Source: an optimization exercise on an open RTL-to-GDS flow (aim: small area). Production flows keep margins and buffers that such runs may drop.
For this run, only the layout was checked, not whether the RTL still works.
Power figures rest on the tool's default switching activity, not on a simulated workload.

[flow/config.mk]
export PLATFORM = sky130hd
export DESIGN_NAME = axi_split_top
export DESIGN_NICKNAME = axi_split_top
export VERILOG_FILES = /design/flow/design.v
export SDC_FILE = /design/flow/constraint.sdc
export NUM_CORES = 4
export LEC_CHECK = 0
export CAP_MARGIN = 20
export CORE_MARGIN = 2
export CORE_UTILIZATION = 40
export SLEW_MARGIN = 20
[flow/constraint.sdc]
create_clock -name core_clock -period 5.0 [get_ports {clk}]
set_input_delay 1.0000 -clock core_clock [delete_from_list [all_inputs] [get_ports {clk}]]
set_output_delay 1.0000 -clock core_clock [all_outputs]
set_load 0.01 [all_outputs]
[flow/design.v]
package axi_split_pkg;
   localparam int ADDR_W     = 32;
   localparam int LEN_W      = 8;
   localparam int DATA_W     = 64;
   localparam int HALF_W     = DATA_W / 2;
   localparam int AX_DEPTH   = 4;
   localparam int DATA_DEPTH = 8;
   localparam int CREDIT_W   = 8;
   typedef logic [ADDR_W-1:0] addr_t;
   typedef logic [LEN_W-1:0]  len_t;
   typedef logic [DATA_W-1:0] wide_data_t;
   typedef logic [HALF_W-1:0] half_data_t;
   localparam addr_t BASE_ADDR0 = 32'h0000_0000;
   localparam addr_t BASE_ADDR1 = 32'h4000_0000;
   typedef struct packed {
      addr_t addr;
      len_t  len;
   } ax_req_t;
   typedef struct packed {
      half_data_t data;
      logic       last;
   } half_beat_t;
endpackage
module axi_split_fifo #(
   parameter int WIDTH = 8,
   parameter int DEPTH = 4
) (
   input  logic     clk,
   input  logic     resetn,
   input  logic [WIDTH-1:0] in_data,
   input  logic     in_valid,
   output logic     in_ready,
   output logic [WIDTH-1:0] out_data,
   output logic     out_valid,
   input  logic     out_ready
);
   localparam int PTR_W = (DEPTH > 1) ? $clog2(DEPTH) : 1;
   localparam int CNT_W = $clog2(DEPTH + 1);
   logic [WIDTH-1:0] mem [DEPTH];
   logic [PTR_W-1:0] wr_ptr;
   logic [PTR_W-1:0] rd_ptr;
   logic [CNT_W-1:0] count;
   logic             push;
   logic             pop;
   function automatic logic [PTR_W-1:0] next_ptr(input logic [PTR_W-1:0] ptr);
      if (ptr == PTR_W'(DEPTH - 1)) begin
         next_ptr = '0;
      end else begin
         next_ptr = ptr + 1'b1;
      end
   endfunction
   assign in_ready  = resetn && (count != CNT_W'(DEPTH));
   assign out_valid = (count != '0);
   assign out_data  = mem[rd_ptr];
   assign push = in_valid && in_ready;
   assign pop  = out_valid && out_ready;
   always_ff @(posedge clk) begin
      if (push) begin
         mem[wr_ptr] <= in_data;
      end
   end
   always_ff @(posedge clk) begin
      if (!resetn) begin
         wr_ptr <= '0;
         rd_ptr <= '0;
         count  <= '0;
      end else begin
         if (push) begin
            wr_ptr <= next_ptr(wr_ptr);
         end
         if (pop) begin
            rd_ptr <= next_ptr(rd_ptr);
         end
         case ({push, pop})
            2'b10:   count <= count + 1'b1;
            2'b01:   count <= count - 1'b1;
            default: count <= count;
         endcase
      end
   end
endmodule
import axi_split_pkg::*;
module axi_split_addr_fanout
(
   input  logic    clk,
   input  logic    resetn,
   input  axi_split_pkg::addr_t   s_addr,
   input  axi_split_pkg::len_t    s_len,
   input  logic    s_valid,
   output logic    s_ready,
   output axi_split_pkg::ax_req_t m0_req,
   output axi_split_pkg::ax_req_t m1_req,
   output logic    m0_valid,
   output logic    m1_valid,
   input  logic    m0_ready,
   input  logic    m1_ready
);
   axi_split_pkg::ax_req_t req0;
   axi_split_pkg::ax_req_t req1;
   logic    fifo0_ready;
   logic    fifo1_ready;
   logic    push;
   assign req0 = {(s_addr >> 1) + BASE_ADDR0, s_len};
   assign req1 = {(s_addr >> 1) + BASE_ADDR1, s_len};
   assign s_ready = resetn && fifo0_ready && fifo1_ready;
   assign push    = s_valid && s_ready;
   axi_split_fifo #(.WIDTH(ADDR_W + LEN_W), .DEPTH(AX_DEPTH)) fifo0 (
      .clk      (clk),
      .resetn   (resetn),
      .in_data  (req0),
      .in_valid (push),
      .in_ready (fifo0_ready),
      .out_data (m0_req),
      .out_valid(m0_valid),
      .out_ready(m0_ready)
   );
   axi_split_fifo #(.WIDTH(ADDR_W + LEN_W), .DEPTH(AX_DEPTH)) fifo1 (
      .clk      (clk),
      .resetn   (resetn),
      .in_data  (req1),
      .in_valid (push),
      .in_ready (fifo1_ready),
      .out_data (m1_req),
      .out_valid(m1_valid),
      .out_ready(m1_ready)
   );
endmodule
import axi_split_pkg::*;
module axi_split_wdata_fanout
(
   input  logic       clk,
   input  logic       resetn,
   input  axi_split_pkg::wide_data_t s_data,
   input  logic       s_last,
   input  logic       s_valid,
   output logic       s_ready,
   output axi_split_pkg::half_beat_t m0_beat,
   output axi_split_pkg::half_beat_t m1_beat,
   output logic       m0_valid,
   output logic       m1_valid,
   input  logic       m0_ready,
   input  logic       m1_ready
);
   axi_split_pkg::half_beat_t beat0;
   axi_split_pkg::half_beat_t beat1;
   logic       fifo0_ready;
   logic       fifo1_ready;
   logic       push;
   assign beat0 = {s_data[HALF_W-1:0], s_last};
   assign beat1 = {s_data[DATA_W-1:HALF_W], s_last};
   assign s_ready = resetn && fifo0_ready && fifo1_ready;
   assign push    = s_valid && s_ready;
   axi_split_fifo #(.WIDTH(HALF_W + 1), .DEPTH(DATA_DEPTH)) fifo0 (
      .clk      (clk),
      .resetn   (resetn),
      .in_data  (beat0),
      .in_valid (push),
      .in_ready (fifo0_ready),
      .out_data (m0_beat),
      .out_valid(m0_valid),
      .out_ready(m0_ready)
   );
   axi_split_fifo #(.WIDTH(HALF_W + 1), .DEPTH(DATA_DEPTH)) fifo1 (
      .clk      (clk),
      .resetn   (resetn),
      .in_data  (beat1),
      .in_valid (push),
      .in_ready (fifo1_ready),
      .out_data (m1_beat),
      .out_valid(m1_valid),
      .out_ready(m1_ready)
   );
endmodule
import axi_split_pkg::*;
module axi_split_bresp_merge
(
   input  logic clk,
   input  logic resetn,
   input  logic m0_b_valid,
   input  logic m1_b_valid,
   input  logic s_b_ready,
   output logic m0_b_ready,
   output logic m1_b_ready,
   output logic s_b_valid
);
   logic [CREDIT_W-1:0] credit [2];
   logic [1:0]          add;
   logic                sub;
   assign m0_b_ready = s_b_ready;
   assign m1_b_ready = s_b_ready;
   assign add[0] = m0_b_valid && m0_b_ready;
   assign add[1] = m1_b_valid && m1_b_ready;
   assign s_b_valid = (credit[0] != '0) && (credit[1] != '0);
   assign sub       = s_b_valid && s_b_ready;
   always_ff @(posedge clk) begin
      if (!resetn) begin
         credit[0] <= '0;
         credit[1] <= '0;
      end else begin
         for (int i = 0; i < 2; i++) begin
            if (add[i] && !sub) begin
               credit[i] <= credit[i] + 1'b1;
            end else if (!add[i] && sub) begin
               credit[i] <= credit[i] - 1'b1;
            end
         end
      end
   end
endmodule
import axi_split_pkg::*;
module axi_split_rdata_join
(
   input  logic       clk,
   input  logic       resetn,
   input  axi_split_pkg::half_beat_t m0_beat,
   input  axi_split_pkg::half_beat_t m1_beat,
   input  logic       m0_valid,
   input  logic       m1_valid,
   output logic       m0_ready,
   output logic       m1_ready,
   output axi_split_pkg::wide_data_t s_data,
   output logic       s_last,
   output logic       s_valid,
   input  logic       s_ready
);
   axi_split_pkg::half_beat_t head0;
   axi_split_pkg::half_beat_t head1;
   logic       head0_valid;
   logic       head1_valid;
   logic       pop;
   axi_split_fifo #(.WIDTH(HALF_W + 1), .DEPTH(DATA_DEPTH)) fifo0 (
      .clk      (clk),
      .resetn   (resetn),
      .in_data  (m0_beat),
      .in_valid (m0_valid),
      .in_ready (m0_ready),
      .out_data (head0),
      .out_valid(head0_valid),
      .out_ready(pop)
   );
   axi_split_fifo #(.WIDTH(HALF_W + 1), .DEPTH(DATA_DEPTH)) fifo1 (
      .clk      (clk),
      .resetn   (resetn),
      .in_data  (m1_beat),
      .in_valid (m1_valid),
      .in_ready (m1_ready),
      .out_data (head1),
      .out_valid(head1_valid),
      .out_ready(pop)
   );
   assign s_valid = head0_valid && head1_valid;
   assign s_data  = {head1.data, head0.data};
   assign s_last  = head0.last;
   assign pop = s_valid && s_ready;
endmodule
import axi_split_pkg::*;
module axi_split_top
(
   input  logic       clk,
   input  logic       resetn,
   input  axi_split_pkg::addr_t      s_aw_addr,
   input  axi_split_pkg::len_t       s_aw_len,
   input  logic       s_aw_valid,
   output logic       s_aw_ready,
   input  axi_split_pkg::wide_data_t s_w_data,
   input  logic       s_w_last,
   input  logic       s_w_valid,
   output logic       s_w_ready,
   output logic       s_b_valid,
   input  logic       s_b_ready,
   input  axi_split_pkg::addr_t      s_ar_addr,
   input  axi_split_pkg::len_t       s_ar_len,
   input  logic       s_ar_valid,
   output logic       s_ar_ready,
   output axi_split_pkg::wide_data_t s_r_data,
   output logic       s_r_last,
   output logic       s_r_valid,
   input  logic       s_r_ready,
   output axi_split_pkg::addr_t      m0_aw_addr,
   output axi_split_pkg::len_t       m0_aw_len,
   output logic       m0_aw_valid,
   input  logic       m0_aw_ready,
   output axi_split_pkg::half_data_t m0_w_data,
   output logic       m0_w_last,
   output logic       m0_w_valid,
   input  logic       m0_w_ready,
   input  logic       m0_b_valid,
   output logic       m0_b_ready,
   output axi_split_pkg::addr_t      m0_ar_addr,
   output axi_split_pkg::len_t       m0_ar_len,
   output logic       m0_ar_valid,
   input  logic       m0_ar_ready,
   input  axi_split_pkg::half_data_t m0_r_data,
   input  logic       m0_r_last,
   input  logic       m0_r_valid,
   output logic       m0_r_ready,
   output axi_split_pkg::addr_t      m1_aw_addr,
   output axi_split_pkg::len_t       m1_aw_len,
   output logic       m1_aw_valid,
   input  logic       m1_aw_ready,
   output axi_split_pkg::half_data_t m1_w_data,
   output logic       m1_w_last,
   output logic       m1_w_valid,
   input  logic       m1_w_ready,
   input  logic       m1_b_valid,
   output logic       m1_b_ready,
   output axi_split_pkg::addr_t      m1_ar_addr,
   output axi_split_pkg::len_t       m1_ar_len,
   output logic       m1_ar_valid,
   input  logic       m1_ar_ready,
   input  axi_split_pkg::half_data_t m1_r_data,
   input  logic       m1_r_last,
   input  logic       m1_r_valid,
   output logic       m1_r_ready
);
   axi_split_addr_fanout aw_fanout (
      .clk     (clk),          .resetn  (resetn),
      .s_addr  (s_aw_addr),    .s_len   (s_aw_len),
      .s_valid (s_aw_valid),   .s_ready (s_aw_ready),
      .m0_req  ({m0_aw_addr, m0_aw_len}),
      .m1_req  ({m1_aw_addr, m1_aw_len}),
      .m0_valid(m0_aw_valid),  .m1_valid(m1_aw_valid),
      .m0_ready(m0_aw_ready),  .m1_ready(m1_aw_ready)
   );
   axi_split_addr_fanout ar_fanout (
      .clk     (clk),          .resetn  (resetn),
      .s_addr  (s_ar_addr),    .s_len   (s_ar_len),
      .s_valid (s_ar_valid),   .s_ready (s_ar_ready),
      .m0_req  ({m0_ar_addr, m0_ar_len}),
      .m1_req  ({m1_ar_addr, m1_ar_len}),
      .m0_valid(m0_ar_valid),  .m1_valid(m1_ar_valid),
      .m0_ready(m0_ar_ready),  .m1_ready(m1_ar_ready)
   );
   axi_split_wdata_fanout w_fanout (
      .clk     (clk),          .resetn  (resetn),
      .s_data  (s_w_data),     .s_last  (s_w_last),
      .s_valid (s_w_valid),    .s_ready (s_w_ready),
      .m0_beat ({m0_w_data, m0_w_last}),
      .m1_beat ({m1_w_data, m1_w_last}),
      .m0_valid(m0_w_valid),   .m1_valid(m1_w_valid),
      .m0_ready(m0_w_ready),   .m1_ready(m1_w_ready)
   );
   axi_split_bresp_merge b_merge (
      .clk       (clk),        .resetn    (resetn),
      .m0_b_valid(m0_b_valid), .m1_b_valid(m1_b_valid),
      .s_b_ready (s_b_ready),
      .m0_b_ready(m0_b_ready), .m1_b_ready(m1_b_ready),
      .s_b_valid (s_b_valid)
   );
   axi_split_rdata_join r_join (
      .clk     (clk),          .resetn  (resetn),
      .m0_beat ({m0_r_data, m0_r_last}),
      .m1_beat ({m1_r_data, m1_r_last}),
      .m0_valid(m0_r_valid),   .m1_valid(m1_r_valid),
      .m0_ready(m0_r_ready),   .m1_ready(m1_r_ready),
      .s_data  (s_r_data),     .s_last  (s_r_last),
      .s_valid (s_r_valid),    .s_ready (s_r_ready)
   );
endmodule
[flow/run.sh]
#!/bin/bash
# synth_recipe.tcl (not shown) runs the flow's synth.tcl, then flattens the netlist and writes it again
# the make line also repeats each setting of config.mk as NAME=value (left out here)
make -C /OpenROAD-flow-scripts/flow DESIGN_CONFIG=/design/flow/config.mk WORK_HOME=/design/flow/orfs CLKGATE_MAP_FILE= SYNTH_SCRIPT=/design/flow/synth_recipe.tcl finish
==> summary.txt <==
-- cells by family after synthesis --
logic type | share of synthesized area [%]
simple gates | 1.99
xor+xnor | 0.415
other cells | 0.00555
mux | 16.3
compound gates | 0.985
buf+inv | 1.08
fa+ha+maj | 1.46
flops | 77.7
-- worst paths after layout --
| path | slack [ns] | cells past startpoint | endpoint |
|---|---|---|---|
| worst min register to register | 0.48 | 2 | register |
| worst min-delay path | 0.48 | 2 | register |
| worst max-delay path | 0.48 | 5 | m1_r_ready |
| worst max register to register | 1.91 | 12 | b_merge.credit[0][6] |
-- routing by layer --
layer,global-route usage [%],vias to the layer above,part of all wire (%)
met5,0,-,0.10
met1,21.3,16400,41
met2,28.5,698,51
li1,-,13900,-
met3,4.61,213,5.9
met4,5.51,24,2.4
-- power by group --
group          switching, W  leakage (nW)  internal [W]
combinational       0.00301          6.92       0.00368
sequential         0.000635          16.1        0.0169
clock               0.00561          2.85       0.00758
total               0.00925          25.8        0.0282
-- cells in the mapped netlist (all sizes together) (4+ instances only) --
master / instances
a21o: 8
a21oi: 71
and2: 5
and3: 17
buf: 61
clkbuf: 65
dfxtp: 104
edfxtp: 1680
fa: 8
ha: 66
inv: 47
mux2: 131
mux2i: 9
mux4: 420
nand2: 63
nand2b: 14
nand3: 15
nand4: 5
nor2: 67
nor3: 30
nor3b: 7
nor4: 7
o21ai: 19
or3: 20
or4: 4
xnor2: 9
xor2: 23
-- sequential cells by signal, indices dropped and copies added, names as in the netlist, 16 cells and up, named ones only --
register and count:
aw_fanout.fifo0.mem 156, w_fanout.fifo0.mem 264, aw_fanout.fifo1.mem 160, ar_fanout.fifo0.mem 156, ar_fanout.fifo1.mem 160, r_join.fifo0.mem 264, w_fanout.fifo1.mem 264, r_join.fifo1.mem 256
b_merge.credit 16
-- final cells by class --
type	instances	area, sq um
fill	13600	85300
sequential	1784	52600
multi-input combinational	1044	14500
timing repair buffer	622	6180
clock buffer	240	4960
tap	2204	2760
clock inverter	96	898
inverter	47	183
antenna	9	22.5
-- metrics by stage --
step | std cells | total power, W | hold slack [ns]
2_1_floorplan | 3001 | 0.0216 | 0.441
3_3_place_gp | 5701 | 0.0247 | 0.459
3_5_place_dp | 5701 | 0.0248 | 0.468
4_1_cts | 6037 | 0.0380 | 0.478
5_1_grt | 6045 | 0.0391 | 0.507
6_report | 6046 | 0.0375 | 0.477
-- worst max-delay path, cell delays in order --
cell and delay, ns:
clkdlybuf4s50_1 0.59, clkinv_2 0.48, buf_4 0.41, a21oi_2 0.25
clkdlybuf4s50_1 0.75
==> impl_metrics.py <==
metrics = {
    "run_status": {
        "status": "no timing/DRC/antenna violations",
    },
    "worst_setup_path": {
        "cp-startpoint": "resetn",
        "critPathMaxFanout": 25,
        "end_kind": "primary output",
        "worstPathArrival_ns": 3.52,
        "r2r-start": "b_merge.credit[1][4]",
        "worstSetupPathType": "input pin to primary output",
        "start_kind": "input pin",
        "required_ns": 4.00,
    },
    "synthesis": {
        "yosys.area.top_type": "edfxtp_1",
        "synth_cell_types": 51,
        "yosys_warnings": 4,
        "synth_area_leaders": "edfxtp_1, mux4_2, dfxtp_1",
        "syn-cell-area_sq_mm": 0.0676,
        "synth_edf_count": 1680,
        "seq_area_frac_synth_pct": 77.7,
        "synth_top_area_share_pct": 74.7,
        "async_flop_share_pct": 0,
        "yosys_register_bits": 1784,
        "synth_top_flop_cell": "edfxtp_1",
        "avgSynthCellArea_sq_um": 22.5,
        "synth_cells": 3000,
    },
    "clock_network": {
        "htreeDepth": 4,
        "postCtsSetupBuffers": 0,
        "clockRootBuffer": "clkbuf_16",
        "cts_resized": 0,
        "cts_tree": "built",
        "clk_pin_slew_ns": 0.06,
        "ctsHoldBuffers": 0,
        "worst_skew_pair.late_latency_ns": 0.82,
        "clkSinkCount": 1784,
        "clockBufferDepth": 3,
        "cts_inserted_buffers": 185,
    },
    "placement": {
        "io_buffers": 528,
        "place_area_sq_mm": 0.0762,
        "place_ws_ns": 0.304,
        "hpwl_um": 87600,
        "place.gp.congestion": 0.720,
    },
    "die": {
        "start_util_pct": 40.4,
        "die_x_um": 415,
        "coreArea_sq_mm": 0.167,
        "die_y_um": 415,
        "die_area_sq_mm": 0.172,
        "num_rows": 150,
        "ios": 534,
    },
    "power_and_ir_drop": {
        "peakVddDrop_mv": 0.369,
        "leakage_nw": 25.8,
        "powerDensity_mw_per_mm2": 456,
    },
    "global_routing": {
        "grt_max_degree": 43,
        "antenna_found_initial": 25,
        "globalRouteOverflowTotal": 0,
        "grt_pass1_vias": 32600,
        "grt_pass1_wl_um": 216000,
        "grt_usage_pct": 16.9,
    },
    "finish": {
        "layout_commonest_cell": "edfxtp_1",
        "area_growth_pct": 21.5,
        "nNetsFinal": 3986,
        "layout_common_cells": "edfxtp_1, clkdlybuf4s50_1, mux4_2, clkbuf_16, mux2_2",
        "utilization_pct": 49.0,
        "drive_gt1_share_pct": 25.7,
        "fin_area_sq_mm": 0.0821,
    },
    "timing": {
        "setup_slack_ns": 0.475,
        "hold_viol": 0,
        "timing.final.crit_period_ns": 4.52,
        "setup_viol": 0,
        "drv_slew": 0,
        "fin_crit_sh_pct": 90.5,
        "rsz0062_at_grt": "no",
        "slew_headroom_pct": 30.2,
        "tightestPinTransition_ns": 1.05,
        "finalClockSkew_ns": 0.0292,
        "setup_tns_ns": 0,
        "fmax_ghz": 0.221,
    },
    "run": {
        "drv_cap": 0,
    },
    "detailed_routing": {
        "vias_per_cell": 5.16,
        "drt-initial-drc-count": 2123,
        "wl_per_cell_um": 24.1,
        "totalWireLength_um": 146000,
        "drc": 0,
        "drt.antenna.violating_nets": 0,
        "first_pass_iters": 7,
        "vias": 31200,
    },
    "min_path": {
        "min_path_type": "register to register",
        "worstHoldStart": "w_fanout.fifo1.rd_ptr[2]",
    },
}

[afterwards: timing with drivers on the ports]
In the flow no input, the clock included, has a driving cell. The finished layout below was timed again as built, in two steps. Step 1 assumes that a clkbuf_16 drives the clock port and a buf_2 every other input. Step 2 adds t to the input delays and takes it off the output delays; t is the mean of the earliest and latest rising clock arrival at the registers after step 1. Input paths then give back, and output paths get back, about the clock's delay inside the block. a / b / c = ideal / step 1 / step 2; a / b = the first two.
t, ns: 0.881
setup slack, ns: 0.475 / 0.449 / 0.348
worst setup path at the end: input to register
worst register clock-pin slew, ns: 0.06 / 0.06
pins driven straight from the clock port: 1
After both steps setup and hold are still met in this run. For this run, drivers alone change the setup slack by -0.026 ns; drivers and shift together by -0.127 ns.
